Context: an optimization exercise on an open-source flow, tuned for small area. The choices shown serve that exercise and are no tape-out recipe.
In this exercise RTL edits were held to simulation tests only and were not proved equivalent to the original.
No activity file was given, so power comes from the tool's default toggle rates.

Setup of rev 12:
==> flow/design.v <==
`default_nettype none
package cctv_pkg;
    localparam int frame_width  = 16;                          
    localparam int frame_height = 12;                          
    localparam int frame_pixels = frame_width * frame_height;  
    localparam int pix_addr_w   = $clog2(frame_pixels);        
    localparam int diff_count_w = $clog2(frame_pixels + 1);    
    localparam int line_cnt_w   = $clog2(frame_height + 1);    
    typedef logic [11:0]             rgb_t;         
    typedef logic [3:0]              gray_t;        
    typedef logic [pix_addr_w-1:0]   pix_addr_t;    
    typedef logic [diff_count_w-1:0] diff_count_t;  
    typedef logic [line_cnt_w-1:0]   line_cnt_t;    
    typedef logic [7:0]              cam_byte_t;    
    typedef logic [3:0]              pix_thresh_t;  
    typedef logic [7:0]              det_thresh_t;  
    typedef logic [7:0]              gray_sum_t;    
    localparam gray_sum_t gray_w_red   = 8'd5;
    localparam gray_sum_t gray_w_green = 8'd9;
    localparam gray_sum_t gray_w_blue  = 8'd2;
endpackage
`default_nettype wire
`timescale 1ns/1ps
`default_nettype none
module camera_capture (
    input  wire                   pclk,
    input  wire                   rst_n,
    input  wire                   href,
    input  wire                   vref,
    input  wire cctv_pkg::cam_byte_t ov7670_data,
    output logic                  pix_valid,    
    output cctv_pkg::rgb_t        pix_rgb,      
    output logic                  frame_end     
);
    logic       byte_phase;  
    logic       vref_d;      
    logic [6:0] first_byte;  
    assign pix_valid = href & byte_phase;
    assign pix_rgb = {first_byte[6:3],                  
                      first_byte[2:0], ov7670_data[7],  
                      ov7670_data[4:1]};                
    always_ff @(posedge pclk or negedge rst_n) begin
        if (!rst_n) begin
            byte_phase <= 1'b0;
            vref_d     <= 1'b0;
            frame_end  <= 1'b0;
        end else begin
            vref_d     <= vref;
            frame_end  <= vref & ~vref_d;
            byte_phase <= href & ~byte_phase;
        end
    end
    always_ff @(posedge pclk) begin
        first_byte <= {ov7670_data[7:4], ov7670_data[2:0]};
    end
endmodule
`default_nettype wire
`timescale 1ns/1ps
`default_nettype none
module motion_differ (
    input  wire                     pclk,
    input  wire                     rst_n,
    input  wire                     pix_valid,
    input  wire cctv_pkg::rgb_t     pix_rgb,
    input  wire                     frame_end,
    input  wire cctv_pkg::pix_thresh_t pixel_threshold,
    output logic                    diff_hit,     
    output logic                    frame_done
);
    localparam int ring_len = 8;
    localparam int n_rings  = cctv_pkg::frame_pixels / ring_len;
    localparam int ph_w     = $clog2(ring_len);
    localparam int q_len    = ring_len / 2;
    localparam int q_w      = $clog2(q_len + 1);
    cctv_pkg::gray_t     chain [cctv_pkg::frame_pixels];  
    cctv_pkg::gray_t     queue [1:q_len];                 
    logic [ph_w-1:0]     phase;       
    logic [q_w-1:0]      pending;     
    cctv_pkg::gray_sum_t gray_sum;
    cctv_pkg::gray_t     cur_gray;
    cctv_pkg::gray_t     prev_gray;
    logic                changed;
    cctv_pkg::gray_t     shift_in;
    logic [ph_w-1:0]     prev_slot;
    logic                shift;
    logic                shift_q;     
    logic                rotate_q;    
    logic                shift_next;
    logic [ph_w-1:0]     phase_next;
    logic [q_w-1:0]      pending_next;
    logic                primed;      
    logic [6:0]          red_blue;    
    logic [4:0]          diff;        
    logic [4:0]          neg_margin;  
    logic [4:0]          pos_margin;  
    assign red_blue = {1'b0, pix_rgb[11:8], 2'b0} + {3'b0, pix_rgb[3:0], 1'b0}
                    + {3'b0, pix_rgb[11:8]};
    assign gray_sum = {1'b0, red_blue} + {1'b0, pix_rgb[7:4], 3'b0}
                    + {4'b0, pix_rgb[7:4]};
    assign cur_gray = gray_sum[7:4];
    assign prev_slot = ph_w'(ring_len - 1) - ph_w'(pending) + phase;
    assign prev_gray = chain[cctv_pkg::frame_pixels - ring_len + int'(prev_slot)];
    assign diff       = {1'b0, cur_gray} - {1'b0, prev_gray};
    assign neg_margin = {1'b0, pixel_threshold} + diff;
    assign pos_margin = diff - {1'b0, pixel_threshold} - 5'd1;
    assign changed    = diff[4] ? neg_margin[4] : ~pos_margin[4];
    assign pending_next = pending + q_w'(pix_valid) - q_w'(shift);
    assign phase_next   = shift ? phase : phase + ph_w'(1);
    assign shift_next   = (phase_next == '0) & (pending_next != '0);
    assign shift        = shift_q;
    assign shift_in     = queue[pending];
    always_ff @(posedge pclk) begin
        for (int m = 0; m < n_rings; m++) begin
            if (m == 0)
                chain[0] <= ({4{shift_q}}  & shift_in) |
                            ({4{rotate_q}} & chain[ring_len-1]);
            else
                chain[m*ring_len] <= ({4{shift_q}}  & chain[m*ring_len-1]) |
                                     ({4{rotate_q}} & chain[m*ring_len+ring_len-1]);
            for (int j = 1; j < ring_len; j++)
                chain[m*ring_len+j] <= chain[m*ring_len+j-1];
        end
        if (pix_valid) begin
            queue[1] <= cur_gray;
            for (int k = 2; k <= q_len; k++)
                queue[k] <= queue[k-1];
        end
    end
    always_ff @(posedge pclk or negedge rst_n) begin
        if (!rst_n) begin
            phase      <= '0;
            pending    <= '0;
            shift_q    <= 1'b0;
            rotate_q   <= 1'b1;
            diff_hit   <= 1'b0;
            frame_done <= 1'b0;
            primed     <= 1'b0;
        end else begin
            phase      <= phase_next;
            pending    <= pending_next;
            shift_q    <= shift_next;
            rotate_q   <= ~shift_next;
            frame_done <= frame_end;
            if (frame_end) primed <= 1'b1;
            diff_hit <= pix_valid & primed & changed;
        end
    end
endmodule
`default_nettype wire
`timescale 1ns/1ps
`default_nettype none
module motion_counter (
    input  wire                     pclk,
    input  wire                     rst_n,
    input  wire                     diff_hit,
    input  wire                     frame_done,
    input  wire cctv_pkg::det_thresh_t detection_threshold,
    output logic                    motion_detected,
    output logic [15:0]             motion_detected_led,
    output cctv_pkg::diff_count_t   diff_pixel_cnt,
    output logic                    motion_update
);
    cctv_pkg::diff_count_t run_cnt;   
    always_ff @(posedge pclk or negedge rst_n) begin
        if (!rst_n) begin
            run_cnt         <= '0;
            motion_update   <= 1'b0;
            motion_detected <= 1'b0;
            diff_pixel_cnt  <= '0;
        end else begin
            motion_update <= frame_done;
            if (frame_done) begin
                run_cnt         <= '0;    
                diff_pixel_cnt  <= run_cnt;
                motion_detected <= (run_cnt > detection_threshold);
            end else if (diff_hit) begin
                run_cnt <= run_cnt + cctv_pkg::diff_count_t'(1);
            end
        end
    end
    assign motion_detected_led = {16{motion_detected}};
endmodule
`default_nettype wire
`timescale 1ns/1ps
`default_nettype none
module cctv_motion_top (
    input  wire                     pclk,
    input  wire                     rst_n,
    input  wire                     href,
    input  wire                     vref,
    input  wire cctv_pkg::cam_byte_t   ov7670_data,
    input  wire cctv_pkg::pix_thresh_t pixel_threshold,
    input  wire cctv_pkg::det_thresh_t detection_threshold,
    output logic                    motion_detected,
    output logic [15:0]             motion_detected_led,
    output cctv_pkg::diff_count_t   diff_pixel_cnt,
    output logic                    motion_update
);
    logic           pix_valid;
    cctv_pkg::rgb_t pix_rgb;
    logic           frame_end;
    logic           diff_hit;
    logic           frame_done;
    camera_capture u_capture (
        .pclk        (pclk),
        .rst_n       (rst_n),
        .href        (href),
        .vref        (vref),
        .ov7670_data (ov7670_data),
        .pix_valid   (pix_valid),
        .pix_rgb     (pix_rgb),
        .frame_end   (frame_end)
    );
    motion_differ u_differ (
        .pclk            (pclk),
        .rst_n           (rst_n),
        .pix_valid       (pix_valid),
        .pix_rgb         (pix_rgb),
        .frame_end       (frame_end),
        .pixel_threshold (pixel_threshold),
        .diff_hit        (diff_hit),
        .frame_done      (frame_done)
    );
    motion_counter u_counter (
        .pclk                (pclk),
        .rst_n               (rst_n),
        .diff_hit            (diff_hit),
        .frame_done          (frame_done),
        .detection_threshold (detection_threshold),
        .motion_detected     (motion_detected),
        .motion_detected_led (motion_detected_led),
        .diff_pixel_cnt      (diff_pixel_cnt),
        .motion_update       (motion_update)
    );
endmodule
`default_nettype wire
Settings: LEC_CHECK=0, CAP_MARGIN=20, CORE_MARGIN=2, CORE_UTILIZATION=65, PLACE_DENSITY=0.75, SLEW_MARGIN=20; clock period 7.0 ns.
standard.sh (not shown) runs the stock make flow with config.mk's settings and CLKGATE_MAP_FILE= SYNTH_SCRIPT=/design/flow/synth_recipe.tcl, a recipe that flattens the netlist after the stock synthesis.
==> flow/flow/run.sh <==
#!/bin/bash
# The standard layout (the standard.sh, synthesis included, unchanged)
# with two settings of its own:
#  - the port buffers are the smallest buffer, sky130_fd_sc_hd__buf_1;
set -euo pipefail
bash standard.sh \
  "BUFFER_PORTS_ARGS=-buffer_cell sky130_fd_sc_hd__buf_1" \
  "CTS_ARGS=-sink_clustering_enable -repair_clock_nets -buf_list sky130_fd_sc_hd__clkbuf_8 -sink_clustering_size 18 -sink_clustering_max_diameter 80 -dont_use_dummy_load" \
  finish > make_finish.log 2>&1
What rev 13 does differently from rev 12 at the input level:
--- a/flow/design.v
+++ b/flow/design.v
@@ -83,11 +83,6 @@
     cctv_pkg::gray_t     shift_in;
     logic [ph_w-1:0]     prev_slot;
     logic                shift;
-    logic                shift_q;     
-    logic                rotate_q;    
-    logic                shift_next;
-    logic [ph_w-1:0]     phase_next;
-    logic [q_w-1:0]      pending_next;
     logic                primed;      
     logic [6:0]          red_blue;    
     logic [4:0]          diff;        
@@ -104,19 +99,15 @@
     assign neg_margin = {1'b0, pixel_threshold} + diff;
     assign pos_margin = diff - {1'b0, pixel_threshold} - 5'd1;
     assign changed    = diff[4] ? neg_margin[4] : ~pos_margin[4];
-    assign pending_next = pending + q_w'(pix_valid) - q_w'(shift);
-    assign phase_next   = shift ? phase : phase + ph_w'(1);
-    assign shift_next   = (phase_next == '0) & (pending_next != '0);
-    assign shift        = shift_q;
-    assign shift_in     = queue[pending];
+    assign shift    = (phase == '0) & (pix_valid | (pending != '0));
+    assign shift_in = (pending == '0) ? cur_gray : queue[pending];
     always_ff @(posedge pclk) begin
         for (int m = 0; m < n_rings; m++) begin
             if (m == 0)
-                chain[0] <= ({4{shift_q}}  & shift_in) |
-                            ({4{rotate_q}} & chain[ring_len-1]);
+                chain[0] <= shift ? shift_in : chain[ring_len-1];
             else
-                chain[m*ring_len] <= ({4{shift_q}}  & chain[m*ring_len-1]) |
-                                     ({4{rotate_q}} & chain[m*ring_len+ring_len-1]);
+                chain[m*ring_len] <= shift ? chain[m*ring_len-1]
+                                           : chain[m*ring_len+ring_len-1];
             for (int j = 1; j < ring_len; j++)
                 chain[m*ring_len+j] <= chain[m*ring_len+j-1];
         end
@@ -130,16 +121,13 @@
         if (!rst_n) begin
             phase      <= '0;
             pending    <= '0;
-            shift_q    <= 1'b0;
-            rotate_q   <= 1'b1;
             diff_hit   <= 1'b0;
             frame_done <= 1'b0;
             primed     <= 1'b0;
         end else begin
-            phase      <= phase_next;
-            pending    <= pending_next;
-            shift_q    <= shift_next;
-            rotate_q   <= ~shift_next;
+            if (!shift)
+                phase <= phase + ph_w'(1);
+            pending    <= pending + q_w'(pix_valid) - q_w'(shift);
             frame_done <= frame_end;
             if (frame_end) primed <= 1'b1;
             diff_hit <= pix_valid & primed & changed;
==> summary.txt <==
Of the two values seen for main combinational cell family by area after synthesis, multiplexers was produced by rev 13 and compound AO/OA/AOI/OAI gates by rev 12. Going from rev 12 to rev 13, part of the power in the clock network went down 1.5 points, number of sequential storage elements held, routed wire length went down about 5%, critical path depth went down 1, wire length of the first global-routing pass went down about 7%. Comparing rev 13 with rev 12, the met3 global-route usage came out essentially unchanged. Relative to rev 12, the layout cell share with drive strength beyond 1 of rev 13 is higher by 6.5 points.

[separate check: timing with driven ports]
Ports are ideal in the flow. The routed layouts listed here were re-timed in OpenROAD. Step 1, drivers: a clkbuf_16 drives pclk and a buf_2 each remaining input, both assumed. Step 2 times the ports against the registers' clock, not the clock port: input delays grow and output delays shrink by t, the midpoint of the rising clock arrivals with the driver on. a / b / c = no drivers / after step 1 / after step 2; a / b = the first two.
run	t, ns	setup slack, ns	cell pins on the clock port's net
rev 12	0.620	1.579 / 1.601 / 0.981	1
rev 13	0.622	1.855 / 1.875 / 1.253	1
After both steps setup and hold are still met in every run listed. For rev 13, which loses most, drivers alone change the setup slack by +0.020 ns; drivers and shift together by -0.602 ns.
